Context: an optimization exercise on an open-source flow, tuned for a short achievable clock period and few clock cycles. The choices shown serve that exercise and are no tape-out recipe. The RTL was checked by simulation tests, not by an equivalence proof against the original design. Power is estimated from default activity; no workload was simulated.

**design/flow/design.v**
```verilog
`timescale 1ns/1ps
module fetch_unit #(
	parameter int Q  = 2,     
	parameter int HW = 120
) (
	input  logic          clk,
	input  logic          nrst,
	input  logic          iss_f,      
	input  logic          acc_f,      
	input  logic          resp_f,     
	input  logic [31:0]   rdata,
	input  logic          pop,        
	output logic          f_ok,       
	output logic [31:0]   f_pc,
	output logic          h_v,
	output logic [HW-1:0] h,          
	output logic          q1_v,
	output logic [HW-1:0] dec_q1      
);
	logic [31:0]  q [1:Q];
	logic [Q:1]   qv;
	logic [Q:0]   alloc;   
	logic         load_h;  
	assign f_ok   = !alloc[Q];
	assign q1_v   = qv[1];
	assign load_h = qv[1] && (pop || !h_v);
	decoder u_dq (.instr(q[1]), .rs1(dec_q1[4:0]), .rs2(dec_q1[9:5]), .rd(dec_q1[14:10]),
		.rs1_oh(dec_q1[45:15]), .rs2_oh(dec_q1[76:46]), .imm(dec_q1[108:77]),
		.use_imm(dec_q1[109]), .rf_we(dec_q1[110]), .is_load(dec_q1[111]),
		.is_store(dec_q1[112]), .valid(dec_q1[113]), .alu_sel(dec_q1[118:114]),
		.inv(dec_q1[119]));
	always_ff @(posedge clk) begin
		if (!nrst) begin
			f_pc  <= '0;
			alloc <= '0;
			h_v   <= 1'b0;
			qv    <= '0;
		end else begin
			if (acc_f) f_pc <= f_pc + 32'd4;
			if (iss_f && !pop)      alloc <= {alloc[Q-1:0], 1'b1};
			else if (pop && !iss_f) alloc <= {1'b0, alloc[Q:1]};
			if (pop || !h_v) h_v <= qv[1];
			for (int i = 1; i <= Q; i++) begin
				if (load_h) qv[i] <= (i < Q) ? (qv[i+1] || (resp_f && qv[i])) : (resp_f && qv[i]);
				else        qv[i] <= qv[i] || (resp_f && (i == 1 || qv[i-1]));
			end
		end
	end
	always_ff @(posedge clk) begin
		if (load_h) h <= dec_q1;
		for (int i = 1; i <= Q; i++) begin
			if (load_h) begin
				if (i < Q && qv[i+1])     q[i] <= q[i+1];
				else if (resp_f && qv[i]) q[i] <= rdata;
			end else if (resp_f && !qv[i] && (i == 1 || qv[i-1])) begin
				q[i] <= rdata;
			end
		end
	end
endmodule
`timescale 1ns/1ps
module decoder (
	input  logic [31:0] instr,
	output logic [4:0]  rs1,       
	output logic [4:0]  rs2,
	output logic [4:0]  rd,
	output logic [31:1] rs1_oh,    
	output logic [31:1] rs2_oh,
	output logic [31:0] imm,
	output logic        use_imm,   
	output logic        rf_we,     
	output logic        is_load,
	output logic        is_store,
	output logic        valid,     
	output logic [4:0]  alu_sel,   
	output logic        inv        
);
	localparam logic [6:0] OP_REG   = 7'b0110011;
	localparam logic [6:0] OP_IMM   = 7'b0010011;
	localparam logic [6:0] OP_LUI   = 7'b0110111;
	localparam logic [6:0] OP_LOAD  = 7'b0000011;
	localparam logic [6:0] OP_STORE = 7'b0100011;
	logic [6:0] opcode;
	logic [2:0] funct3;
	logic [6:0] funct7;
	logic       ok, u1, u2, ud, ld, st;
	assign opcode = instr[6:0];
	assign funct3 = instr[14:12];
	assign funct7 = instr[31:25];
	always_comb begin
		ok      = 1'b0;
		u1      = 1'b0;
		u2      = 1'b0;
		ud      = 1'b0;
		ld      = 1'b0;
		st      = 1'b0;
		use_imm = 1'b0;
		alu_sel = 5'b00001;
		inv     = 1'b0;
		imm     = {{20{instr[31]}}, instr[31:20]};  
		case (opcode)
			OP_REG: begin
				{u1, u2, ud} = 3'b111;
				case ({funct7, funct3})
					{7'h00, 3'b000}: ok = 1'b1;
					{7'h20, 3'b000}: begin ok = 1'b1; inv = 1'b1; end
					{7'h00, 3'b111}: begin ok = 1'b1; alu_sel = 5'b00010; end
					{7'h00, 3'b110}: begin ok = 1'b1; alu_sel = 5'b00100; end
					{7'h00, 3'b100}: begin ok = 1'b1; alu_sel = 5'b01000; end
					{7'h00, 3'b010}: begin ok = 1'b1; alu_sel = 5'b10000; inv = 1'b1; end
					default: ;
				endcase
			end
			OP_IMM: begin
				{u1, ud, use_imm} = 3'b111;
				case (funct3)
					3'b000: ok = 1'b1;
					3'b111: begin ok = 1'b1; alu_sel = 5'b00010; end
					3'b110: begin ok = 1'b1; alu_sel = 5'b00100; end
					3'b100: begin ok = 1'b1; alu_sel = 5'b01000; end
					default: ;  
				endcase
			end
			OP_LUI: begin
				{ok, ud, use_imm} = 3'b111;
				imm = {instr[31:12], 12'h000};  
			end
			OP_LOAD: begin
				{u1, ud, use_imm, ld} = 4'b1111;
				ok = (funct3 == 3'b010);  
			end
			OP_STORE: begin
				{u1, u2, use_imm, st} = 4'b1111;
				ok  = (funct3 == 3'b010);  
				imm = {{20{instr[31]}}, instr[31:25], instr[11:7]};  
			end
			default: ;
		endcase
	end
	assign rs1      = (ok && u1) ? instr[19:15] : '0;
	assign rs2      = (ok && u2) ? instr[24:20] : '0;
	assign rd       = instr[11:7];
	assign rf_we    = ok && ud && (rd != '0);
	assign is_load  = ok && ld && (rd != '0);
	assign is_store = ok && st;
	assign valid    = ok && (st || (ud && rd != '0));
	for (genvar i = 1; i < 32; i++) begin : g_oh
		assign rs1_oh[i] = ok && u1 && (instr[19:15] == 5'(i));
		assign rs2_oh[i] = ok && u2 && (instr[24:20] == 5'(i));
	end
endmodule
`timescale 1ns/1ps
module reg_file (
	input  logic        clk,
	input  logic        nrst,
	input  logic [31:1] rd_sel1,   
	input  logic [31:1] rd_sel2,
	output logic [31:1] written,
	output logic [31:0] rd_data1,
	output logic [31:0] rd_data2,
	input  logic [31:1] wa_sel,    
	input  logic [31:0] wa_data,
	input  logic [31:1] wb_sel,
	input  logic [31:0] wb_data
);
	logic [31:0] regs [1:31];
	logic [31:1] wrt;    
	for (genvar i = 1; i < 32; i++) begin : g_reg
		logic [31:0] r;
		logic        ha, hb;
		assign ha = wa_sel[i];
		assign hb = wb_sel[i];
		always_ff @(posedge clk) begin
			if (hb)      r <= wb_data;
			else if (ha) r <= wa_data;
		end
		always_ff @(posedge clk) begin
			if (!nrst)         wrt[i] <= 1'b0;
			else if (ha || hb) wrt[i] <= 1'b1;
		end
		assign regs[i] = r;
	end
	assign written = wrt;
	always_comb begin
		rd_data1 = '0;
		rd_data2 = '0;
		for (int i = 1; i < 32; i++) begin
			rd_data1 = rd_data1 | ({32{rd_sel1[i]}} & regs[i]);
			rd_data2 = rd_data2 | ({32{rd_sel2[i]}} & regs[i]);
		end
	end
endmodule
`timescale 1ns/1ps
module forward_unit (
	input  logic        clk,
	input  logic        nrst,
	input  logic [4:0]  h_rs1, h_rs2, h_rd,
	input  logic        h_wr, h_ld,
	input  logic [31:1] h_oh1, h_oh2,
	input  logic [31:1] q_oh1, q_oh2,
	input  logic        load_h,
	input  logic [4:0]  o_rs1, o_rs2, o_rd,
	input  logic        o_wr, o_ld,
	input  logic        pop, o_adv,
	input  logic        e_v, e_wr, e_add,
	input  logic [4:0]  e_rd,
	input  logic        w_v,
	input  logic [4:0]  w_rd,
	input  logic        resp_ld, ldp, ld_wv,
	input  logic [4:0]  ld_rd,
	input  logic [31:1] written,      
	input  logic [31:1] wr_now,       
	input  logic [31:0] w_sum, w_lg, w2_res, ld_data, ld2_data, o_v1, o_v2,
	output logic [31:0] op1, op2,
	output logic [31:1] sel1, sel2,   
	output logic        hz_e,         
	output logic        hz_ld         
);
	function automatic logic ld_dep(input logic [4:0] r, input logic [4:0] a, input logic [4:0] b,
			input logic [4:0] d, input logic w, input logic l);
		ld_dep = l || (r == a) || (r == b) || (w && d == r);
	endfunction
	function automatic logic [5:0] bsel(input logic p, input logic [4:0] hs, input logic [4:0] os,
			input logic ev, input logic ewr, input logic eadd, input logic [4:0] erd,
			input logic rl, input logic [4:0] lrd, input logic wv, input logic [4:0] wrd,
			input logic lwv);
		logic nw, nl, nw2, nl2;
		nw  = ev && ewr && (p ? (erd == hs) : (erd == os));
		nl  = rl && (p ? (lrd == hs) : (lrd == os));
		nw2 = p && wv && (wrd == hs) && !nw && !nl;
		nl2 = p && lwv && (lrd == hs) && !nw && !nl;
		bsel = {nw && eadd, nw && !eadd, nl, nw2, nl2, !(nw || nl || nw2 || nl2)};
	endfunction
	logic [5:0] b1, b2;   
	always_ff @(posedge clk) begin
		if (!nrst) begin
			hz_e  <= 1'b0;
			hz_ld <= 1'b0;
			sel1  <= '0;
			sel2  <= '0;
			b1    <= 6'b000001;
			b2    <= 6'b000001;
		end else begin
			hz_e <= o_adv && pop && o_wr && ((o_rd == h_rs1) || (o_rd == h_rs2));
			if (o_adv && o_ld)  hz_ld <= pop && ld_dep(o_rd, h_rs1, h_rs2, h_rd, h_wr, h_ld);
			else if (resp_ld)   hz_ld <= 1'b0;
			else if (pop)       hz_ld <= ldp && ld_dep(ld_rd, h_rs1, h_rs2, h_rd, h_wr, h_ld);
			sel1 <= (load_h ? q_oh1 : h_oh1) & (written | wr_now);
			sel2 <= (load_h ? q_oh2 : h_oh2) & (written | wr_now);
			b1 <= bsel(pop, h_rs1, o_rs1, e_v, e_wr, e_add, e_rd, resp_ld, ld_rd, w_v, w_rd, ld_wv);
			b2 <= bsel(pop, h_rs2, o_rs2, e_v, e_wr, e_add, e_rd, resp_ld, ld_rd, w_v, w_rd, ld_wv);
		end
	end
	assign op1 = ({32{b1[5]}} & w_sum) | ({32{b1[4]}} & w_lg) | ({32{b1[3]}} & ld_data) |
	             ({32{b1[2]}} & w2_res) | ({32{b1[1]}} & ld2_data) | ({32{b1[0]}} & o_v1);
	assign op2 = ({32{b2[5]}} & w_sum) | ({32{b2[4]}} & w_lg) | ({32{b2[3]}} & ld_data) |
	             ({32{b2[2]}} & w2_res) | ({32{b2[1]}} & ld2_data) | ({32{b2[0]}} & o_v2);
endmodule
`timescale 1ns/1ps
module alu (
	input  logic [31:0] p,
	input  logic [31:0] g,
	input  logic        cin,
	input  logic [4:0]  sel,      
	output logic [31:0] sum,
	output logic [31:0] logic_res   
);
	logic        slt;
	logic [31:0] gg [0:5];
	logic [31:0] pp [0:5];
	assign gg[0] = g;
	assign pp[0] = p;
	for (genvar l = 0; l < 5; l++) begin : g_lvl
		localparam int D = 1 << l;
		for (genvar i = 0; i < 32; i++) begin : g_bit
			if (i >= D) begin : g_cmb
				assign gg[l+1][i] = gg[l][i] | (pp[l][i] & gg[l][i-D]);
				assign pp[l+1][i] = pp[l][i] & pp[l][i-D];
			end else begin : g_pass
				assign gg[l+1][i] = gg[l][i];
				assign pp[l+1][i] = pp[l][i];
			end
		end
	end
	assign sum = p ^ {gg[5][30:0], cin};
	assign slt = p[31] ? sum[31] : g[31];
	assign logic_res = ({32{sel[1]}} & g) |
	                   ({32{sel[2]}} & (p | g)) |
	                   ({32{sel[3]}} & p) |
	                   {31'd0, sel[4] & slt};
endmodule
`timescale 1ns/1ps
module mem_arbiter (
	input  logic        clk,
	input  logic        nrst,
	input  logic        dq_v,
	input  logic [31:0] dq_addr,
	input  logic        dq_we,
	input  logic [31:0] dq_data,
	input  logic        e_req,
	input  logic [31:0] e_addr,
	input  logic        e_we,
	input  logic [31:0] e_data,
	input  logic        f_ok,
	input  logic [31:0] f_pc,
	output logic        free,      
	output logic        iss_d,
	output logic        iss_e,
	output logic        iss_f,
	output logic        acc_f,     
	output logic        acc_d,     
	output logic        resp_f,
	output logic        resp_ld,
	output logic        mem_valid,
	input  logic        mem_ready,
	output logic [31:0] mem_addr,
	output logic        mem_we,
	output logic [31:0] mem_wdata,
	input  logic        mem_rvalid
);
	localparam logic [1:0] K_F = 2'd0;
	localparam logic [1:0] K_L = 2'd1;
	localparam logic [1:0] K_S = 2'd2;
	logic       busy;   
	logic [1:0] kind;
	logic       any, hold;
	logic [31:0] n_addr, n_data, o_addr, o_data, h_addr;
	logic        n_we, o_we, e_sel;
	logic [1:0]  n_kind, o_kind;
	assign free    = !mem_valid && (!busy || mem_rvalid);
	assign hold    = mem_valid && !mem_ready;
	assign any     = dq_v || e_req || f_ok;
	assign iss_d   = free && dq_v;
	assign iss_e   = free && !dq_v && e_req;
	assign iss_f   = free && !dq_v && !e_req && f_ok;
	assign acc_f   = mem_valid && mem_ready && (kind == K_F);
	assign acc_d   = mem_valid && mem_ready && (kind != K_F);
	assign resp_f  = busy && mem_rvalid && (kind == K_F);
	assign resp_ld = busy && mem_rvalid && (kind == K_L);
	assign e_sel  = !dq_v && e_req;
	assign o_addr = dq_v ? dq_addr : f_pc;
	assign o_data = dq_v ? dq_data : e_data;
	assign o_we   = dq_v && dq_we;
	assign o_kind = dq_v ? (dq_we ? K_S : K_L) : K_F;
	assign n_addr = e_sel ? e_addr : o_addr;
	assign n_data = e_sel ? e_data : o_data;
	assign n_we   = e_sel ? e_we : o_we;
	assign n_kind = e_sel ? (e_we ? K_S : K_L) : o_kind;
	assign h_addr = (kind == K_F) ? f_pc : dq_addr;
	always_ff @(posedge clk) begin
		if (!nrst) begin
			mem_valid <= 1'b0;
			busy      <= 1'b0;
		end else begin
			if (mem_valid && mem_ready) begin
				mem_valid <= 1'b0;
				busy      <= 1'b1;
			end else if (free) begin
				mem_valid <= any;
				busy      <= 1'b0;
			end
		end
		if (free && any) kind <= n_kind;
		mem_addr  <= hold ? h_addr : n_addr;
		mem_we    <= hold ? (kind != K_F) && dq_we : n_we;
		mem_wdata <= hold ? dq_data : n_data;
	end
endmodule
`timescale 1ns/1ps
module riscv_core (
	input  logic        clk,
	input  logic        nrst,         
	output logic        mem_valid,
	input  logic        mem_ready,
	output logic [31:0] mem_addr,
	output logic        mem_we,
	output logic [31:0] mem_wdata,
	input  logic        mem_rvalid,
	input  logic [31:0] mem_rdata
);
	logic        free, resp_f, resp_ld;
	logic        iss_d, iss_e, iss_f, acc_f, acc_d;
	logic        f_ok;
	logic [31:0] f_pc;
	logic         h_v, q1_v, load_h, pop;
	logic [119:0] h, dec_q1;
	logic [4:0]   d_rs1, d_rs2, d_rd;
	logic [31:1]  d_oh1, d_oh2, d_rd_oh;
	logic [31:0]  d_imm;
	logic         d_wr, d_ld, d_st, d_valid, d_use_imm, d_inv;
	logic [4:0]   d_alu;   
	logic [31:1] sel1, sel2, written;
	logic [31:0] rf_rd1, rf_rd2;
	logic        o_v, o_wr, o_ld, o_st, o_use_imm, o_inv, o_adv;
	logic [4:0]  o_rs1, o_rs2, o_rd, o_alu;
	logic [31:1] o_oh;
	logic [31:0] o_imm, o_v1, o_v2, op1, op2, opb;
	logic        hz_e, hz_ld;
	logic        e_v, e_wr, e_ld, e_st, e_adv, e_mem, e_cin;
	logic [4:0]  e_rd, e_alu;
	logic [31:1] e_oh;
	logic [31:0] e_p, e_g, e_sd, e_sum, alu_res;
	logic        w_v;
	logic [4:0]  w_rd;
	logic [31:1] w_oh;
	logic [31:0] w_sum, w_lg, w_res, w2_res;
	logic        ldp;        
	logic [4:0]  ld_rd;
	logic [31:1] ld_oh, ld_woh;   
	logic        ld_wv;      
	logic [31:0] ld_data, ld2_data;
	logic        dq_v, dq_we;
	logic [31:0] dq_addr, dq_data;
	fetch_unit u_fetch (.clk(clk), .nrst(nrst), .iss_f(iss_f), .acc_f(acc_f), .resp_f(resp_f),
		.rdata(mem_rdata), .pop(pop), .f_ok(f_ok), .f_pc(f_pc),
		.h_v(h_v), .h(h), .q1_v(q1_v), .dec_q1(dec_q1));
	assign load_h = q1_v && (pop || !h_v);
	assign d_rs1     = h[4:0];
	assign d_rs2     = h[9:5];
	assign d_rd      = h[14:10];
	assign d_oh1     = h[45:15];
	assign d_oh2     = h[76:46];
	assign d_imm     = h[108:77];
	assign d_use_imm = h[109];
	assign d_wr      = h[110];
	assign d_ld      = h[111];
	assign d_st      = h[112];
	assign d_valid   = h[113];
	assign d_alu     = h[118:114];
	assign d_inv     = h[119];
	for (genvar i = 1; i < 32; i++) begin : g_rdoh
		assign d_rd_oh[i] = (d_rd == 5'(i));
	end
	reg_file u_rf (.clk(clk), .nrst(nrst), .rd_sel1(sel1), .rd_sel2(sel2), .written(written),
		.rd_data1(rf_rd1), .rd_data2(rf_rd2),
		.wa_sel(w_oh), .wa_data(w_res),
		.wb_sel(ld_woh), .wb_data(ld_data));
	forward_unit u_fwd (.clk(clk), .nrst(nrst),
		.h_rs1(d_rs1), .h_rs2(d_rs2), .h_rd(d_rd), .h_wr(d_wr), .h_ld(d_ld),
		.h_oh1(d_oh1), .h_oh2(d_oh2), .q_oh1(dec_q1[45:15]), .q_oh2(dec_q1[76:46]),
		.load_h(load_h),
		.o_rs1(o_rs1), .o_rs2(o_rs2), .o_rd(o_rd), .o_wr(o_wr), .o_ld(o_ld),
		.pop(pop), .o_adv(o_adv),
		.e_v(e_v), .e_wr(e_wr), .e_add(e_alu[0]), .e_rd(e_rd), .w_v(w_v), .w_rd(w_rd),
		.resp_ld(resp_ld), .ldp(ldp), .ld_wv(ld_wv), .ld_rd(ld_rd),
		.written(written), .wr_now(w_oh | ld_woh),
		.w_sum(w_sum), .w_lg(w_lg), .w2_res(w2_res), .ld_data(ld_data), .ld2_data(ld2_data),
		.o_v1(o_v1), .o_v2(o_v2), .op1(op1), .op2(op2),
		.sel1(sel1), .sel2(sel2), .hz_e(hz_e), .hz_ld(hz_ld));
	assign e_mem = e_ld || e_st;
	assign e_adv = !(e_v && e_mem && dq_v);
	assign o_adv = o_v && !hz_e && !hz_ld && e_adv;
	assign pop   = h_v && (!o_v || o_adv);
	always_ff @(posedge clk) begin
		if (!nrst)      o_v <= 1'b0;
		else if (pop)   o_v <= d_valid;
		else if (o_adv) o_v <= 1'b0;
		if (pop) begin
			o_rs1     <= d_rs1;
			o_rs2     <= d_rs2;
			o_rd      <= d_rd;
			o_oh      <= d_rd_oh;
			o_imm     <= d_imm;
			o_use_imm <= d_use_imm;
			o_inv     <= d_inv;
			o_alu     <= d_alu;
			o_wr      <= d_wr && !d_ld;
			o_ld      <= d_ld;
			o_st      <= d_st;
		end
		o_v1 <= pop ? rf_rd1 : op1;
		o_v2 <= pop ? rf_rd2 : op2;
	end
	assign opb = (o_use_imm ? o_imm : op2) ^ {32{o_inv}};
	always_ff @(posedge clk) begin
		if (!nrst) begin
			e_v <= 1'b0;
			{e_wr, e_ld, e_st} <= '0;
		end else if (e_adv) begin
			e_v <= o_adv;
			{e_wr, e_ld, e_st} <= o_adv ? {o_wr, o_ld, o_st} : 3'b000;
		end
	end
	always_ff @(posedge clk) begin
		if (e_adv) begin
			e_rd  <= o_rd;
			e_p   <= op1 ^ opb;
			e_g   <= (op1 & opb) | {31'd0, (op1[0] ^ opb[0]) & o_inv};
			e_cin <= o_inv;
			e_sd  <= op2;
			e_oh  <= o_oh;
			e_alu <= o_alu;
		end
	end
	alu u_alu (.p(e_p), .g(e_g), .cin(e_cin), .sel(e_alu), .sum(e_sum), .logic_res(alu_res));
	always_ff @(posedge clk) begin
		if (!nrst) begin
			w_v  <= 1'b0;
			w_oh <= '0;
		end else begin
			w_v  <= e_v && e_wr;
			w_oh <= e_oh & {31{e_v && e_wr}};
		end
		w_rd   <= e_rd;
		w_sum  <= e_sum;
		w_lg   <= alu_res;
		w_res  <= e_alu[0] ? e_sum : alu_res;   
		w2_res <= w_res;
	end
	always_ff @(posedge clk) begin
		if (!nrst) begin
			ldp    <= 1'b0;
			ld_wv  <= 1'b0;
			ld_woh <= '0;
		end else begin
			if (o_adv && o_ld) ldp <= 1'b1;
			else if (resp_ld)  ldp <= 1'b0;
			ld_wv  <= resp_ld;
			ld_woh <= ld_oh & {31{resp_ld}};
		end
		if (o_adv && o_ld) begin
			ld_rd <= o_rd;
			ld_oh <= o_oh;
		end
		if (resp_ld) ld_data <= mem_rdata;
		ld2_data <= ld_data;
	end
	always_ff @(posedge clk) begin
		if (!nrst) dq_v <= 1'b0;
		else if (e_v && e_mem && !dq_v) dq_v <= 1'b1;
		else if (acc_d) dq_v <= 1'b0;
		if (e_v && e_mem && !dq_v) begin
			dq_addr <= e_sum;
			dq_we   <= e_st;
			dq_data <= e_sd;
		end
	end
	mem_arbiter u_arb (.clk(clk), .nrst(nrst),
		.dq_v(dq_v), .dq_addr(dq_addr), .dq_we(dq_we), .dq_data(dq_data),
		.e_req(e_v && e_mem), .e_addr(e_sum), .e_we(e_st), .e_data(e_sd),
		.f_ok(f_ok), .f_pc(f_pc),
		.free(free), .iss_d(iss_d), .iss_e(iss_e), .iss_f(iss_f),
		.acc_f(acc_f), .acc_d(acc_d),
		.resp_f(resp_f), .resp_ld(resp_ld),
		.mem_valid(mem_valid), .mem_ready(mem_ready), .mem_addr(mem_addr),
		.mem_we(mem_we), .mem_wdata(mem_wdata), .mem_rvalid(mem_rvalid));
endmodule
```
**design/flow/run.sh**
```bash
#!/bin/bash
# synth_recipe.tcl (not shown) runs the flow's synth.tcl, then flattens the netlist and writes it again
# the make line also repeats each setting of config.mk as NAME=value (left out here)
make -C /OpenROAD-flow-scripts/flow DESIGN_CONFIG=/design/flow/config.mk WORK_HOME=/design/flow/orfs CLKGATE_MAP_FILE= SYNTH_SCRIPT=/design/flow/synth_recipe.tcl finish
```
**design/flow/config.mk**
```make
export PLATFORM = sky130hd
export DESIGN_NAME = riscv_core
export DESIGN_NICKNAME = riscv_core
export VERILOG_FILES = /design/flow/design.v
export SDC_FILE = /design/flow/constraint.sdc
export NUM_CORES = 4
export LEC_CHECK = 0
export ABC_CLOCK_PERIOD_IN_PS = 2500
export CAP_MARGIN = 20
export CORE_MARGIN = 2
export CORE_UTILIZATION = 55
export CTS_CLUSTER_DIAMETER = 70
export CTS_CLUSTER_SIZE = 25
export SETUP_SLACK_MARGIN = 4.75
export SLEW_MARGIN = 20
```
**design/flow/constraint.sdc**
```tcl
create_clock -name core_clock -period 7.5 [get_ports {clk}]
set_input_delay 1.5000 -clock core_clock [delete_from_list [all_inputs] [get_ports {clk}]]
set_output_delay 1.5000 -clock core_clock [all_outputs]
set_load 0.01 [all_outputs]
```
==> results.toml, run 1 <==
[grt]
grt_use_total = 0.484
grt_pass1_wl_mm = 557
grt_max_degree = 102
antenna_found_initial = 34
overflow = 0
grt_pass1_vias = 65738

[worst_setup_path]
slowest_stage = "buf_4"
crit_arrival_ns = 3.72
critPathBufInv = 2
worstPathMaxFanout = 33
cp-end-kind = "flop"
start_kind = "flop"
critPathRequiredTime_ns = 8.25
path_class = "reg2reg"
cp_cell_sequence = "buf_6 -> or2_2 -> buf_4 -> o21ai_0 -> a21oi_1"
max_stage_delay_ns = 0.80
critical_path.top_delay_family = "buffers and inverters"

[finish]
multi_input_area_um2 = 33100
regMostFlops = "u_rf.g.r"
drive_above_1_share = 0.296
nets = 6760
fill_cells = 12961
syn_to_final_growth_pct = 10.5
postLayoutCoreUtil = 0.612
largest_reg_flops = 992
reg.largest.list = "u_rf.g.r: 992 flops, u_fetch.h: 120 flops, u_fetch.q: 64 flops"
register_area_um2 = 56600
stdcell_count = 9031

[timing]
tightest_slew_ns = 1.31
final_max_slew_viol_count = 0
relSlewSlack = 0.124
finClkSkew_ns = 0.0382
final-hold-violation-count = 0
rsz0062_at_grt = "yes"
period_share = 0.396
final-setup-viol-count = 0
fin_ws_ns = 4.53
max_freq_mhz = 336
finalSetupTns_ns = 0
finalWorstPathRequiredPeriod_ns = 2.97

[synthesis]
yosys_warnings = 18
synth_xor_area_frac = 0.0141
synthArstFlopShare = 0
synth.distinct_cells = 73
synth-compound-area-share = 0.136
synthSimpleGateAreaFrac = 0.0602
syn_area_per_cell_um2 = 13.4
synth_top_family_by_area = "multiplexers"
synth_edf_count = 1537
mappedNetlistNets = 6887
synthAdderAreaFrac = 0.00465
muxShareOfSynthArea = 0.138
ys_seq_area_frac = 0.616
ys.flop_type = "edfxtp_1"
synth_seq_cells = 2047
synthCells = 6817
mappedNetlistArea_um2 = 91500

[routing]
met1_length_mm = 148
drcViolationCount = 0
highest_layer = "met5"
route.met3.wl_mm = 73.1
ant_nets = 2
route.met2.wl_mm = 162
drtIter0Drc = 17378
wl_mm = 420
wl_per_cell_um = 46.5
firstDrtPassIters = 13
viasPerCell = 8.03
vias = 72532

[cts]
cts_made_buffers = 134
cts_root_buffer = "clkbuf_16"
clockBufferDepth = 3
clk_pin_slew_ns = 0.09
ctsHoldBuffers = 0
clkSinkCount = 2047
ctsHtreeMaxLevel = 4
clock_latency_ns = 0.84
cts_tree = "built"

[power]
combPwrFrac = 0.200
switching_share = 0.281
p_sw_uw = 8130
irDropWorstVdd_mv = 0.258
p_clk_frac = 0.287
p_seq_frac = 0.513
p_int_uw = 20800
powerDensity_nw_per_um2 = 287
leakagePower_uw = 0.0342

[status]
status = "failed layout checks"
so_faults = "antenna rules"

[placed_design]
dp_hpwl_mm = 222
dpl_worst_slack_ns = 2.95
io_buffers = 101
place_congestion = 0.972
dp.cells = 8657

[worst_hold_path]
hp-class = "reg2reg"

[floorplanning]
dieWidth_um = 412
core_um2 = 165000
num_rows = 149
die_area_um2 = 170000
die_y_um = 412
io_pins = 102
initial_core_util = 0.554

[run]
maxCapViolCount = 0
[cell families after synthesis]
logic type	after synthesis
compound gates	1621
xor+xnor	147
fa+ha+maj	34
buf+inv	743
flops	2047
mux	1129
simple gates	1096
[worst reg2reg max path: cells and delay by family, from the launching register on]
kind	cells	cell delay, ns
compound gates	2	0.46
buf+inv	2	1.44
simple gates	1	0.69
flops	1	0.33
[power by group through the flow]
stage	logic [uW]	clock network, uW	registers, uW
floorplan	4040	0	14500
global placement	5120	0	15000
detailed placement	5290	0	15000
CTS	5470	8290	14800
global route	6150	8660	14900
finish	5800	8330	14900
[final cells by class]
class,instances,share of cell area
flip-flops and latches,2047,0.560
multi-input cells,4030,0.328
clock buffers,155,0.0355
repair buffers,418,0.0352
well taps,2189,0.0271
clock inverters,85,0.0106
inverters,53,0.00232
diodes,48,0.00119
repair inverters,6,0.000520
[synth_stat cells, types with 34 or more instances]
cell      instances  share of area
a21o_1           43         0.0035
a21oi_1         194          0.011
a221oi_1        263          0.025
a222oi_1         66         0.0072
a22o_1          291          0.028
a22oi_1         577          0.047
and2_1           74         0.0051
and3_1           44         0.0030
buf_1            53         0.0022
clkbuf_1        624          0.026
dfxtp_1         510           0.11
edfxtp_1       1537           0.50
ha_1             34         0.0047
inv_1            51         0.0021
mux2_2         1084           0.13
mux2i_1          45         0.0049
nand2_1         185         0.0076
nand3_1         170         0.0093
nand4_1         140         0.0096
nor2_1          235         0.0096
nor3_1          131         0.0072
o21ai_0          73         0.0040
or2_2            34         0.0023
xnor2_1          91         0.0087
xor2_1           56         0.0054
[cells in the final DEF, fill, tap and decap left out, drive strengths merged, types with 95 or more instances in the layout]
master,instances
nor2,238
a221oi,263
nand4,141
nand3,171
nand2,186
clkbuf,156
edfxtp,1537
a21oi,197
a22o,291
inv,95
dfxtp,510
buf,384
a22oi,577
nor3,133
mux2,1084
[per-stage QoR]
stage / hold WS, ns / instance area, um2 / total power (uW)
CTS: 0.424 / 100000 / 28500
global placement: 0.402 / 94600 / 20100
finish: 0.419 / 101000 / 29000
global route: 0.434 / 101000 / 29700
detailed placement: 0.405 / 94700 / 20300
floorplan: 0.370 / 91600 / 18500
[routing by layer]
metal / GRT usage / vias up
li1: - / 26609
met1: 0.639 / 35632
met2: 0.632 / 7924
met3: 0.218 / 2330
met4: 0.324 / 37
met5: 0.0220 / -
[path summary, 6_finish.rpt]
check                              startpoint        endpoint  slack, ns  cells after the start
worst min-delay path            u_fetch.h[88]       o_imm[11]       0.42                      0
worst min register to register  u_fetch.h[88]       o_imm[11]       0.42                      0
worst max register to register     ld_woh[21]  u_fwd.sel1[21]       4.53                      5
worst max-delay path               ld_woh[21]  u_fwd.sel1[21]       4.53                      5
[timing repair]
| action | 4_1_cts | 5_1_grt |
|---|---|---|
| gates resized for setup | 439 | 97 |
| buffers inserted | 35 | 40 |
| cloned | 7 | 2 |
| endpoints found under the setup margin | 784 | 341 |
| pin swaps | 14 | 17 |
Testbench counts, summed over its fixed seeds: cycles 27,346.
==> run 2: changes to the inputs <==
--- a/design/flow/config.mk
+++ b/design/flow/config.mk
@@ -13,3 +13,3 @@
 export CTS_CLUSTER_SIZE = 25
-export SETUP_SLACK_MARGIN = 4.75
+export SETUP_SLACK_MARGIN = 4.8
 export SLEW_MARGIN = 20
==> run 2 against run 1 <==
Now clean on timing, DRC and antenna. Hold slack about the same. Synthesized cell count unchanged. Critical endpoint is now o_v2[23]. Non-clock buffer count up 11. Highest routed layer unchanged.
==> results.toml, run 2 <==
[status]
status = "timing/DRC/antenna clean"

[synthesis]
mappedNetlistNets = 6887
syn_area_per_cell_um2 = 13.4
synth_top_area_cell = "edfxtp_1"
synthCells = 6817
synth.distinct_cells = 73
ys.flop_type = "edfxtp_1"
yosys_warnings = 18
yosys-top-cells-area = "edfxtp_1 (50%), mux2_2 (13%), dfxtp_1 (11%)"
post_synth_most_frequent_cells = "edfxtp_1 (1537), mux2_2 (1084), clkbuf_1 (624)"
synthArstFlopShare = 0
synth_top_area_share = 0.505
synth_most_common_cell = "edfxtp_1"
synth_edf_count = 1537
mappedNetlistArea_um2 = 91500
ys_seq_area_frac = 0.616
synth_seq_cells = 2047

[grt]
antenna_found_initial = 25
grt_pass1_vias = 65846
grt_max_degree = 102
grt_pass1_wl_mm = 558
overflow = 0
grt_use_total = 0.484

[worst_setup_path]
cp-end-kind = "flop"
crit_arrival_ns = 3.53
r2r_cells = 5
start_kind = "flop"
r2r_start = "u_fwd.sel2[8]"
critPathRequiredTime_ns = 8.14
reg2reg_setup_slack_ns = 4.60
reg2reg_to = "o_v2[23]"
path_class = "reg2reg"
worstPathMaxFanout = 21

[finish]
drive_above_1_share = 0.299
regMostFlops = "u_rf.g.r"
final_common_cell = "edfxtp_1"
fill_cells = 12876
final_cell_mix = "edfxtp_1 (1537), mux2_2 (1084), a22oi_1 (577)"
multi_input_area_um2 = 33200
reg.largest.list = "u_rf.g.r: 992 flops, u_fetch.h: 120 flops, u_fetch.q: 64 flops"
largest_reg_flops = 992
register_area_um2 = 56600
syn_to_final_growth_pct = 10.6
nets = 6774

[power]
leakagePower_uw = 0.0343
powerDensity_nw_per_um2 = 287
irDropWorstVdd_mv = 0.262
p_total_uw = 29100

[worst_hold_path]
holdCritStartpoint = "o_alu[4]"
holdPathStages = 0
hp-class = "reg2reg"
whs_endpoint = "e_alu[4]"

[routing]
firstDrtPassIters = 13
viasPerCell = 8.02
drtIter0Drc = 17755
drcViolationCount = 0
wl_per_cell_um = 46.6
ant_nets = 0
wl_mm = 421
vias = 72424

[timing]
max_freq_mhz = 345
rsz0062_at_grt = "yes"
finalWorstPathRequiredPeriod_ns = 2.90
relSlewSlack = 0.138
finalSetupTns_ns = 0
tightest_slew_ns = 1.29
finClkSkew_ns = 0.0415
period_share = 0.386
final_max_slew_viol_count = 0
final-hold-violation-count = 0
final-setup-viol-count = 0
fin_ws_ns = 4.60

[cts]
ctsHtreeMaxLevel = 4
clk_pin_slew_ns = 0.09
clockBufferDepth = 3
clock_latency_ns = 0.82
cts_tree = "built"
ctsHoldBuffers = 0
clkSinkCount = 2047
cts_made_buffers = 138
cts_root_buffer = "clkbuf_16"

[floorplanning]
dieWidth_um = 412
core_um2 = 165000
die_area_um2 = 170000
initial_core_util = 0.554
io_pins = 102
num_rows = 149
die_y_um = 412

[placed_design]
place_congestion = 0.954
io_buffers = 101
dpl_worst_slack_ns = 2.94
dp_hpwl_mm = 227

[run]
maxCapViolCount = 0
-- run 2: cell counts after synthesis --
No cell type changed its count.
-- run 2: logic make-up after synthesis --
group / after synthesis / share of synthesized area
compound gates: 1621 / 0.136
buf+inv: 743 / 0.0309
xor+xnor: 147 / 0.0141
flops: 2047 / 0.616
simple gates: 1096 / 0.0602
mux: 1129 / 0.138
fa+ha+maj: 34 / 0.00465
-- run 2: report_power, final --
part           internal (uW)  total (uW)  switching (uW)
clock network           4030        8360            4330
logic                   3010        5880            2880
registers              13900       14800             946
-- run 2: worst max path at each step --
stage | startpoint | cells after the start | slack, ns | to
5_1_grt | u_arb.mem_addr[8] | 1 | 4.67 | mem_addr[8]
2_1_floorplan | mem_ready | 9 | 4.49 | u_fetch.f_pc[25]
6_report | u_fwd.sel2[8] | 5 | 4.60 | o_v2[23]
3_5_place_dp | mem_ready | 7 | 2.94 | u_arb.mem_addr[23]
3_3_place_gp | mem_ready | 7 | 3.04 | u_arb.mem_addr[23]
4_1_cts | u_arb.mem_addr[8] | 1 | 4.67 | mem_addr[8]
-- run 2: what timing repair did --
action                                 4_1_cts  5_1_grt
endpoints found under the hold margin        0        0
setup buffers                               34       45
gates cloned                                 7        1
gates resized for setup                    440      117
setup endpoints to repair                  919      445
pin swaps                                   14       32
-- run 2: critical path, cell delays in order (launching register included) --
cell	delay, ns
dfxtp_2	0.63
buf_4	0.50
a222oi_1	0.53
nand4_1	0.16
nor3_2	0.72
a21oi_1	0.14
-- run 2: per-stage QoR --
stage	hold WS, ns	std cells	util	instance area (um2)
global route	0.421	9000	0.613	101000
finish	0.418	9025	0.613	101000
CTS	0.421	8949	0.607	100000
global placement	0.402	8663	0.574	94700
floorplan	0.370	6817	-	91600
detailed placement	0.405	8663	0.574	94700
-- run 2: layout make-up --
cell class / instances / area share
Inverter: 53 / 0.00271
Antenna cell: 27 / 0.000668
Sequential cell: 2047 / 0.559
Tap cell: 2189 / 0.0271
Clock inverter: 87 / 0.0104
Clock buffer: 158 / 0.0363
Timing Repair inverter: 5 / 0.000433
Timing Repair Buffer: 429 / 0.0352
Multi-Input combinational cell: 4030 / 0.328
-- run 2: routing by layer --
layer / part of all wire / routed length [um] / GRT usage
met5: 0.0012 / 513 / 0.0136
met4: 0.086 / 36200 / 0.307
met3: 0.18 / 74700 / 0.227
met2: 0.39 / 162000 / 0.634
met1: 0.35 / 147000 / 0.639
==> run 3: changes to the inputs <==
--- a/design/flow/config.mk
+++ b/design/flow/config.mk
@@ -10,3 +10,3 @@
 export CORE_MARGIN = 2
-export CORE_UTILIZATION = 55
+export CORE_UTILIZATION = 62
 export CTS_CLUSTER_DIAMETER = 70
==> run 3 against run 2 <==
Die area is 11% lower. Power increased by 0.13%. Register-to-register slack hardly changed. Sequential cell count stayed put. Worst setup slack got worse by 0.013 ns. Sequential share of layout area up 0.26 points. Fmax fell by 0.45%. Combinational power about the same. Synthesized cell count stayed put. Sequential power hardly changed. Via count up 1.0%. Largest power group unchanged. Design area decreased by 0.43%. Highest routed layer unchanged.
==> results.toml, run 3 <==
[status]
status = "timing/DRC/antenna clean"

[worst_hold_path]
holdCritStartpoint = "u_fetch.h[83]"
holdPathStages = 0
hp-class = "reg2reg"
whs_endpoint = "o_imm[6]"

[floorplanning]
core_um2 = 146000
initial_core_util = 0.626
num_rows = 140
die_y_um = 388
die_area_um2 = 151000
dieWidth_um = 388
io_pins = 102

[synthesis]
synth.distinct_cells = 73
mappedNetlistArea_um2 = 91500
synth_seq_cells = 2047
synth_edf_count = 1537
synth_most_common_cell = "edfxtp_1"
synth_top_area_cell = "edfxtp_1"
mappedNetlistNets = 6887
yosys-top-cells-area = "edfxtp_1 (50%), mux2_2 (13%), dfxtp_1 (11%)"
syn_area_per_cell_um2 = 13.4
post_synth_most_frequent_cells = "edfxtp_1 (1537), mux2_2 (1084), clkbuf_1 (624)"
synthCells = 6817
yosys_warnings = 18
ys_seq_area_frac = 0.616
ys.flop_type = "edfxtp_1"
synthArstFlopShare = 0
synth_top_area_share = 0.505

[power]
irDropWorstVdd_mv = 0.251
p_int_uw = 20800
combPwrFrac = 0.202
p_clk_frac = 0.288
leakagePower_uw = 0.0342
switching_share = 0.284
powerDensity_nw_per_um2 = 289
p_seq_frac = 0.511
p_sw_uw = 8260

[timing]
rsz0062_at_grt = "yes"
final-setup-viol-count = 0
relSlewSlack = 0.0714
max_freq_mhz = 344
tightest_slew_ns = 1.39
final_max_slew_viol_count = 0
period_share = 0.388
final-hold-violation-count = 0
finalWorstPathRequiredPeriod_ns = 2.91
fin_ws_ns = 4.59
finClkSkew_ns = 0.0297
finalSetupTns_ns = 0

[placed_design]
dp_hpwl_mm = 212
io_buffers = 101
dpl_worst_slack_ns = 3.03
place_congestion = 0.992

[worst_setup_path]
r2r_start = "u_fwd.sel2[19]"
start_kind = "flop"
reg2reg_setup_slack_ns = 4.59
worstPathMaxFanout = 21
reg2reg_to = "o_v2[24]"
crit_arrival_ns = 3.61
path_class = "reg2reg"
cp-end-kind = "flop"
r2r_cells = 6
critPathRequiredTime_ns = 8.20

[routing]
vias = 73168
wl_per_cell_um = 46.3
drtIter0Drc = 18209
ant_nets = 0
drcViolationCount = 0
viasPerCell = 8.38
wl_mm = 404
firstDrtPassIters = 12

[finish]
largest_reg_flops = 992
final_cell_mix = "edfxtp_1 (1537), mux2_2 (1084), a22oi_1 (577)"
syn_to_final_growth_pct = 10.1
reg.largest.list = "u_rf.g.r: 992 flops, u_fetch.h: 120 flops, u_fetch.q: 64 flops"
nets = 6741
fill_cells = 10341
regMostFlops = "u_rf.g.r"
drive_above_1_share = 0.298
final_common_cell = "edfxtp_1"

[cts]
clockBufferDepth = 3
clock_latency_ns = 0.82
cts_made_buffers = 134
cts_root_buffer = "clkbuf_16"
clkSinkCount = 2047
cts_tree = "built"
clk_pin_slew_ns = 0.10
ctsHtreeMaxLevel = 4

[grt]
grt_max_degree = 102
overflow = 0
grt_pass1_vias = 66258
antenna_found_initial = 23
grt_pass1_wl_mm = 537
grt_use_total = 0.520

[run]
maxCapViolCount = 0
==> run 3: cell counts after synthesis <==
Identical to the previous run, type by type.
==> run 3: final cells by class <==
cell class              instances  area (um2)  area share
well taps                    1917        2400      0.0238
repair buffers                403        3470      0.0344
clock inverters                90        1140      0.0113
diodes                         27        67.6    0.000671
clock buffers                 159        3650      0.0362
repair inverters                3        26.3    0.000261
inverters                      53         229     0.00227
multi-input cells            4029       33200       0.329
flip-flops and latches       2047       56600       0.562
==> run 3: stage by stage <==
stage / utilization / instances / total power, uW / cell area, um2 / hold slack (ns)
2_1_floorplan: - / 6817 / 18500 / 91600 / 0.370
3_3_place_gp: 0.644 / 8357 / 20100 / 94100 / 0.402
3_5_place_dp: 0.644 / 8358 / 20300 / 94100 / 0.405
4_1_cts: 0.683 / 8651 / 28600 / 99700 / 0.419
5_1_grt: 0.689 / 8702 / 29800 / 101000 / 0.429
6_report: 0.690 / 8728 / 29100 / 101000 / 0.422
==> run 3: logic make-up after synthesis <==
kind of cell               Yosys count  share of synthesized area
DFF                               2047                      0.616
adders and majority gates           34                    0.00465
and+or+nand+nor                   1096                     0.0602
muxes                             1129                      0.138
xor gates and xnor gates           147                     0.0141
AOI/OAI and AO/OA                 1621                      0.136
buffers and inverters              743                     0.0309
==> run 3: power groups by stage <==
| stage | clock network, uW | logic, uW | registers (uW) |
|---|---|---|---|
| 2_1_floorplan | 0 | 4040 | 14500 |
| 3_3_place_gp | 0 | 5050 | 15000 |
| 3_5_place_dp | 0 | 5240 | 15000 |
| 4_1_cts | 8310 | 5450 | 14800 |
| 5_1_grt | 8680 | 6190 | 14900 |
| 6_report | 8370 | 5870 | 14900 |
==> run 3: timing repair <==
item / 4_1_cts / 5_1_grt
pin swaps: 12 / 22
endpoints found under the setup margin: 881 / 499
gates cloned: 5 / 1
hold buffers: 0 / 0
gates resized for setup: 454 / 117
buffers inserted: 39 / 47
==> run 3: how the worst max path moves through the flow <==
stage                       start  depth (start not counted)                 end
3_5_place_dp            mem_ready                          7  u_arb.mem_addr[23]
5_1_grt                    e_p[7]                         10           w_res[30]
6_report           u_fwd.sel2[19]                          6            o_v2[24]
3_3_place_gp            mem_ready                          7  u_arb.mem_addr[23]
2_1_floorplan           mem_ready                          9    u_fetch.f_pc[25]
4_1_cts        u_arb.mem_addr[23]                          1        mem_addr[23]
==> run 3: metal layers <==
metal / GRT usage / part of all wire / vias to the layer above / wire (um)
li1: - / - / 26576 / -
met1: 0.669 / 0.33 / 35487 / 135000
met2: 0.660 / 0.37 / 8548 / 151000
met3: 0.287 / 0.20 / 2535 / 79100
met4: 0.356 / 0.095 / 22 / 38600
met5: 0.0128 / 0.00075 / - / 304
==> run 3: critical path: stages, from the launching register on <==
cell and delay (ns):
dfxtp_2 0.67, buf_4 0.53, a22o_1 0.29, a221oi_1 0.34, nand4_1 0.23, nor3_2 0.54
a21oi_1 0.13
==> run 4: changes to the inputs <==
--- a/design/flow/config.mk
+++ b/design/flow/config.mk
@@ -10,5 +10,6 @@
 export CORE_MARGIN = 2
-export CORE_UTILIZATION = 62
+export CORE_UTILIZATION = 55
 export CTS_CLUSTER_DIAMETER = 70
 export CTS_CLUSTER_SIZE = 25
+export PLACE_DENSITY = 0.7
 export SETUP_SLACK_MARGIN = 4.8
==> run 4 against run 3 <==
Core utilization shrank 7.8 points. Critical endpoint is now o_v2[10]. Count of clock-buffer cells in the layout grew 1. Synthesized area is the same. Highest routed layer unchanged. Combinational power is 6.0% lower. Power fell by 1.3%.
==> results.toml, run 4 <==
[status]
status = "timing/DRC/antenna clean"

[timing]
relSlewSlack = 0.0961
final-setup-viol-count = 0
rsz0062_at_grt = "yes"
finClkSkew_ns = 0.0559
finalWorstPathRequiredPeriod_ns = 2.94
max_freq_mhz = 340
tightest_slew_ns = 1.36
finalSetupTns_ns = 0
period_share = 0.392
final-hold-violation-count = 0
final_max_slew_viol_count = 0

[finish]
largest_reg_flops = 992
fill_cells = 12656
nets = 6724
reg.largest.list = "u_rf.g.r: 992 flops, u_fetch.h: 120 flops, u_fetch.q: 64 flops"
multi_input_area_um2 = 33200
syn_to_final_growth_pct = 10.3
drive_above_1_share = 0.294
final_cell_mix = "edfxtp_1 (1537), mux2_2 (1084), a22oi_1 (577)"
stdcell_count = 9000
register_area_um2 = 56600
final_common_cell = "edfxtp_1"
final_area_um2 = 101000
regMostFlops = "u_rf.g.r"

[synthesis]
synthArstFlopShare = 0
synth_most_common_cell = "edfxtp_1"
synth_top_area_cell = "edfxtp_1"
ys.flop_type = "edfxtp_1"
mappedNetlistNets = 6887
synth.distinct_cells = 73
post_synth_most_frequent_cells = "edfxtp_1 (1537), mux2_2 (1084), clkbuf_1 (624)"
synth_seq_cells = 2047
syn_area_per_cell_um2 = 13.4
synth_top_area_share = 0.505
synthCells = 6817
yosys-top-cells-area = "edfxtp_1 (50%), mux2_2 (13%), dfxtp_1 (11%)"
ys_seq_area_frac = 0.616
yosys_warnings = 18
synth_edf_count = 1537
mappedNetlistArea_um2 = 91500

[worst_setup_path]
critPathBufInv = 1
start_kind = "flop"
crit_start = "u_fwd.sel2[4]"
crit_arrival_ns = 3.62
path_depth = 5
reg2reg_setup_slack_ns = 4.56
r2r_cells = 5
cp_cell_sequence = "buf_4 -> a222oi_1 -> nand4_1 -> nor3_2 -> a21oi_1"
path_class = "reg2reg"
critical_path.top_delay_family = "simple AND/OR/NAND/NOR gates"
r2r_start = "u_fwd.sel2[4]"
endpoint = "o_v2[10]"
cp-end-kind = "flop"
max_stage_delay_ns = 0.76
slowest_stage = "nor3_2"
reg2reg_to = "o_v2[10]"
critPathRequiredTime_ns = 8.18
worstPathMaxFanout = 20

[routing]
wl_mm = 400
firstDrtPassIters = 15
viasPerCell = 8.15
drtIter0Drc = 19287
wl_per_cell_um = 44.4
vias = 73346
drcViolationCount = 0
ant_nets = 0

[floorplanning]
num_rows = 149
dieWidth_um = 412
die_area_um2 = 170000
core_um2 = 165000
die_y_um = 412
initial_core_util = 0.554
io_pins = 102

[grt]
grt_max_degree = 82
antenna_found_initial = 33
overflow = 0
grt_pass1_vias = 66864
grt_pass1_wl_mm = 533
grt_use_total = 0.456

[placed_design]
place_congestion = 0.991
post_dp_cell_area_um2 = 94400
dp_hpwl_mm = 209
dp.cells = 8624
io_buffers = 101

[cts]
cts_made_buffers = 132
cts_root_buffer = "clkbuf_16"
clk_pin_slew_ns = 0.09
cts_tree = "built"
clkSinkCount = 2047
clockBufferDepth = 3
ctsHoldBuffers = 0
clock_latency_ns = 0.83
ctsHtreeMaxLevel = 4

[power]
leakagePower_uw = 0.0341
switching_share = 0.279
p_seq_frac = 0.523
combPwrFrac = 0.192
powerDensity_nw_per_um2 = 284
irDropWorstVdd_mv = 0.256
p_sw_uw = 8020
p_clk_frac = 0.284
p_int_uw = 20700

[run]
maxCapViolCount = 0

[worst_hold_path]
hp-class = "reg2reg"
holdPathStages = 0
[run 4: cell counts after synthesis]
No cell type changed its count.
[run 4: kinds of logic after synthesis]
group / after synthesis / share of synthesized area
buffers and inverters: 743 / 0.0309
flip-flops: 2047 / 0.616
XOR/XNOR: 147 / 0.0141
AO/OA/AOI/OAI: 1621 / 0.136
multiplexers: 1129 / 0.138
AND/OR/NAND/NOR: 1096 / 0.0602
adder cells (fa/ha/maj): 34 / 0.00465
[run 4: repair_timing]
item / CTS / global route
gates resized for setup: 435 / 116
cloned: 5 / 4
setup buffers: 29 / 40
pin swaps: 13 / 27
endpoints found under the setup margin: 651 / 407
[run 4: how the worst min path moves through the flow]
stage               startpoint  slack [ns]         to
floorplan             w_res[0]        0.37  w2_res[0]
global placement      w_res[3]        0.34  w2_res[3]
detailed placement    w_res[2]        0.35  w2_res[2]
CTS                   w_res[3]        0.36  w2_res[3]
global route          w_res[2]        0.38  w2_res[2]
finish                w_res[3]        0.36  w2_res[3]
[run 4: metal layers]
layer / routed length (um) / vias up / track usage
li1: - / 26561 / -
met1: 131000 / 35508 / 0.573
met2: 151000 / 8588 / 0.591
met3: 78200 / 2667 / 0.252
met4: 39500 / 22 / 0.310
met5: 319 / - / 0.0141
[run 4: metrics by stage]
stage / hold WS [ns] / setup slack [ns] / utilization / power, uW
after floorplan: 0.370 / 4.49 / - / 18500
after global placement: 0.344 / 3.52 / 0.572 / 19900
after detailed placement: 0.349 / 3.44 / 0.572 / 20100
after CTS: 0.361 / 4.65 / 0.604 / 28200
after global routing: 0.378 / 4.64 / 0.611 / 29400
final: 0.359 / 4.56 / 0.612 / 28700
[run 4: power by group through the flow]
stage                     Sequential (uW)  Clock (uW)  Combinational [uW]
final                               15000        8160                5520
after global routing                15100        8480                5860
after CTS                           14900        8080                5170
after detailed placement            15200           0                4980
after global placement              15100           0                4780
after floorplan                     14500           0                4040
[run 4: area by class of cell]
cell class | count | share of cell area
clock inverter | 85 | 0.00952
inverter | 53 | 0.00272
antenna | 46 | 0.00114
tap | 2189 | 0.0271
clock buffer | 160 | 0.0357
multi-input combinational | 4029 | 0.329
sequential | 2047 | 0.561
timing repair buffer | 388 | 0.0341
timing repair inverter | 3 | 0.000260
==> run 5: changes to the inputs <==
--- a/design/flow/config.mk
+++ b/design/flow/config.mk
@@ -10,6 +10,6 @@
 export CORE_MARGIN = 2
-export CORE_UTILIZATION = 55
+export CORE_UTILIZATION = 58
 export CTS_CLUSTER_DIAMETER = 70
 export CTS_CLUSTER_SIZE = 25
-export PLACE_DENSITY = 0.7
+export PLACE_DENSITY = 0.65
 export SETUP_SLACK_MARGIN = 4.8
==> run 5 against run 4 <==
Synthesized cell count stayed put. Final cell count down 1.2%. Hold slack improved by 0.0018 ns. Non-clock buffer count rose by 42. Sequential cell count is the same. Design area grew 0.12%. Fmax grew 0.98%. Power rose by 0.15%. Still clean.
==> results.toml, run 5 <==
[worst_setup_path]
crit_start = "u_fwd.sel1[30]"
crit_arrival_ns = 3.59
worstPathMaxFanout = 19
critical_path.top_delay_family = "simple AND/OR/NAND/NOR gates"
max_stage_delay_ns = 0.72
start_kind = "flop"
slowest_stage = "dfxtp_2"
r2r_start = "u_fwd.sel1[30]"
path_class = "reg2reg"
r2r_cells = 6
reg2reg_setup_slack_ns = 4.59
critPathBufInv = 1
reg2reg_to = "o_v1[23]"
cp-end-kind = "flop"
critPathRequiredTime_ns = 8.17
cp_cell_sequence = "buf_4 -> a22o_1 -> a221oi_1 -> nand4_1 -> nor3_2 -> a21oi_1"

[cts]
cts_tree = "built"
clock_latency_ns = 0.80
cts_made_buffers = 134
ctsHtreeMaxLevel = 4
ctsHoldBuffers = 0
clkSinkCount = 2047
clockBufferDepth = 3
clk_pin_slew_ns = 0.10
cts_root_buffer = "clkbuf_16"

[finish]
reg.largest.list = "u_rf.g.r: 992 flops, u_fetch.h: 120 flops, u_fetch.q: 64 flops"
regMostFlops = "u_rf.g.r"
nets = 6770
syn_to_final_growth_pct = 10.5
drive_above_1_share = 0.298
final_common_cell = "edfxtp_1"
largest_reg_flops = 992
fill_cells = 11701
final_cell_mix = "edfxtp_1 (1537), mux2_2 (1082), a22oi_1 (577)"

[synthesis]
synthArstFlopShare = 0
ys_seq_area_frac = 0.616
ys.flop_type = "edfxtp_1"
post_synth_most_frequent_cells = "edfxtp_1 (1537), mux2_2 (1084), clkbuf_1 (624)"
synth_edf_count = 1537
synth_seq_cells = 2047
mappedNetlistArea_um2 = 91500
yosys-top-cells-area = "edfxtp_1 (50%), mux2_2 (13%), dfxtp_1 (11%)"
syn_area_per_cell_um2 = 13.4
synthCells = 6817
synth_most_common_cell = "edfxtp_1"
synth_top_area_share = 0.505
mappedNetlistNets = 6887
synth.distinct_cells = 73
synth_top_area_cell = "edfxtp_1"
yosys_warnings = 18

[routing]
wl_mm = 411
viasPerCell = 8.26
vias = 73473
drcViolationCount = 0
firstDrtPassIters = 17
wl_per_cell_um = 46.2
ant_nets = 0
drtIter0Drc = 18057

[power]
p_seq_frac = 0.518
p_sw_uw = 8010
leakagePower_uw = 0.0344
powerDensity_nw_per_um2 = 285
combPwrFrac = 0.197
p_int_uw = 20700
p_clk_frac = 0.285
irDropWorstVdd_mv = 0.283
switching_share = 0.279

[timing]
finClkSkew_ns = 0.0340
fin_ws_ns = 4.59
final-hold-violation-count = 0
relSlewSlack = 0.0488
period_share = 0.388
finalSetupTns_ns = 0
tightest_slew_ns = 1.43
rsz0062_at_grt = "yes"
finalWorstPathRequiredPeriod_ns = 2.91
final-setup-viol-count = 0
final_max_slew_viol_count = 0
max_freq_mhz = 343

[grt]
antenna_found_initial = 28
grt_pass1_wl_mm = 545
grt_pass1_vias = 66654
overflow = 0
grt_use_total = 0.492
grt_max_degree = 75

[floorplanning]
die_y_um = 401
io_pins = 102
die_area_um2 = 161000
core_um2 = 156000
dieWidth_um = 401
initial_core_util = 0.585
num_rows = 145

[worst_hold_path]
holdCritStartpoint = "w_res[27]"
whs_endpoint = "w2_res[27]"
hp-class = "reg2reg"
holdPathStages = 0

[placed_design]
place_congestion = 0.982
io_buffers = 101
dpl_worst_slack_ns = 2.94
dp_hpwl_mm = 216

[status]
status = "timing/DRC/antenna clean"

[run]
maxCapViolCount = 0
==> run 5: cell counts after synthesis <==
Identical to the previous run, type by type.
==> run 5: kinds of logic (layout without fill, tap and decap cells) <==
family,after synthesis,in the layout,share of synthesized area
XOR/XNOR,147,147,0.0141
buffers and inverters,743,732,0.0309
AO/OA/AOI/OAI,1621,1621,0.136
flip-flops,2047,2047,0.616
other,0,27,0
multiplexers,1129,1129,0.138
AND/OR/NAND/NOR,1096,1099,0.0602
adder cells (fa/ha/maj),34,34,0.00465
==> run 5: final cells by class <==
class	instances	area (um2)	area share
Antenna cell	27	67.6	0.000669
Multi-Input combinational cell	4030	33300	0.329
Timing Repair inverter	4	35.0	0.000347
Timing Repair Buffer	430	3730	0.0369
Tap cell	2058	2570	0.0255
Clock inverter	81	865	0.00856
Sequential cell	2047	56600	0.560
Inverter	53	236	0.00234
Clock buffer	164	3700	0.0366
==> run 5: worst reg2reg max path, cell delays in order (launching register included) <==
cell and delay (ns):
dfxtp_2 0.72, buf_4 0.58, a22o_1 0.27, a221oi_1 0.27, nand4_1 0.22, nor3_2 0.58
a21oi_1 0.14
==> run 5: power by group through the flow <==
stage	registers, uW	clock network, uW	logic [uW]
finish	14900	8190	5670
global route	15000	8530	5990
CTS	14800	8140	5260
detailed placement	15100	0	5120
global placement	15000	0	4950
floorplan	14500	0	4040
==> run 5: timing repair <==
action / 4_1_cts / 5_1_grt
hold endpoints to repair: 0 / 0
buffers inserted: 30 / 46
resized for setup: 425 / 143
setup endpoints to repair: 833 / 452
cloned: 7 / 4
pin swaps: 12 / 40
==> run 5: worst max path at each step <==
| stage | to | slack, ns | cells past startpoint |
|---|---|---|---|
| 3_3_place_gp | u_arb.mem_addr[23] | 3.02 | 7 |
| 6_report | o_v1[23] | 4.59 | 6 |
| 2_1_floorplan | u_fetch.f_pc[25] | 4.49 | 9 |
| 5_1_grt | dq_addr[27] | 4.65 | 12 |
| 4_1_cts | u_fetch.q[1][16] | 4.59 | 5 |
| 3_5_place_dp | u_arb.mem_addr[23] | 2.94 | 7 |
==> run 5: layer usage <==
| layer | vias to the layer above | track usage | wire, um |
|---|---|---|---|
| met5 | - | 0.0107 | 507 |
| met4 | 33 | 0.335 | 39500 |
| met3 | 2476 | 0.253 | 76900 |
| met2 | 8382 | 0.639 | 156000 |
| met1 | 35958 | 0.632 | 138000 |
| li1 | 26624 | - | - |
==> run 5: stage by stage <==
stage | instances | total power [uW] | hold WS (ns) | area (um2) | util
6_report | 8894 | 28800 | 0.361 | 101000 | 0.646
4_1_cts | 8813 | 28200 | 0.360 | 99800 | 0.638
2_1_floorplan | 6817 | 18500 | 0.370 | 91600 | -
3_3_place_gp | 8529 | 20000 | 0.345 | 94500 | 0.604
3_5_place_dp | 8531 | 20200 | 0.346 | 94500 | 0.605
5_1_grt | 8868 | 29500 | 0.363 | 101000 | 0.646

## port drivers added, routing unchanged
Ports are ideal in the flow. The routed layouts listed here were re-timed in OpenROAD. Step 1 sets driving cells, clkbuf_16 on the clock port and buf_2 on the other inputs (assumed; they add their load-dependent delay and slew). Step 2 adds t to the input delays and takes it off the output delays; t is the mean of the earliest and latest rising clock arrival at the registers after step 1. Input paths then give back, and output paths get back, about the clock's delay inside the block. Slacks: ideal ports / drivers / drivers and shift; pairs: ideal ports / drivers.
| run | t (ns) | setup WS [ns] | worst hold slack (ns) |
|---|---|---|---|
| run 1 | 0.909 | 4.528 / 4.528 / 4.137 | 0.419 / 0.419 / 0.419 |
| run 2 | 0.893 | 4.605 / 4.605 / 4.027 | 0.418 / 0.418 / 0.418 |
| run 3 | 0.901 | 4.591 / 4.591 / 4.017 | 0.422 / 0.422 / 0.422 |
| run 4 | 0.897 | 4.559 / 4.559 / 4.054 | 0.359 / 0.359 / 0.359 |
| run 5 | 0.871 | 4.588 / 4.588 / 4.117 | 0.361 / 0.361 / 0.361 |
For run 2, which loses most, drivers alone change the setup slack by 0.000 ns; drivers and shift together by -0.578 ns.
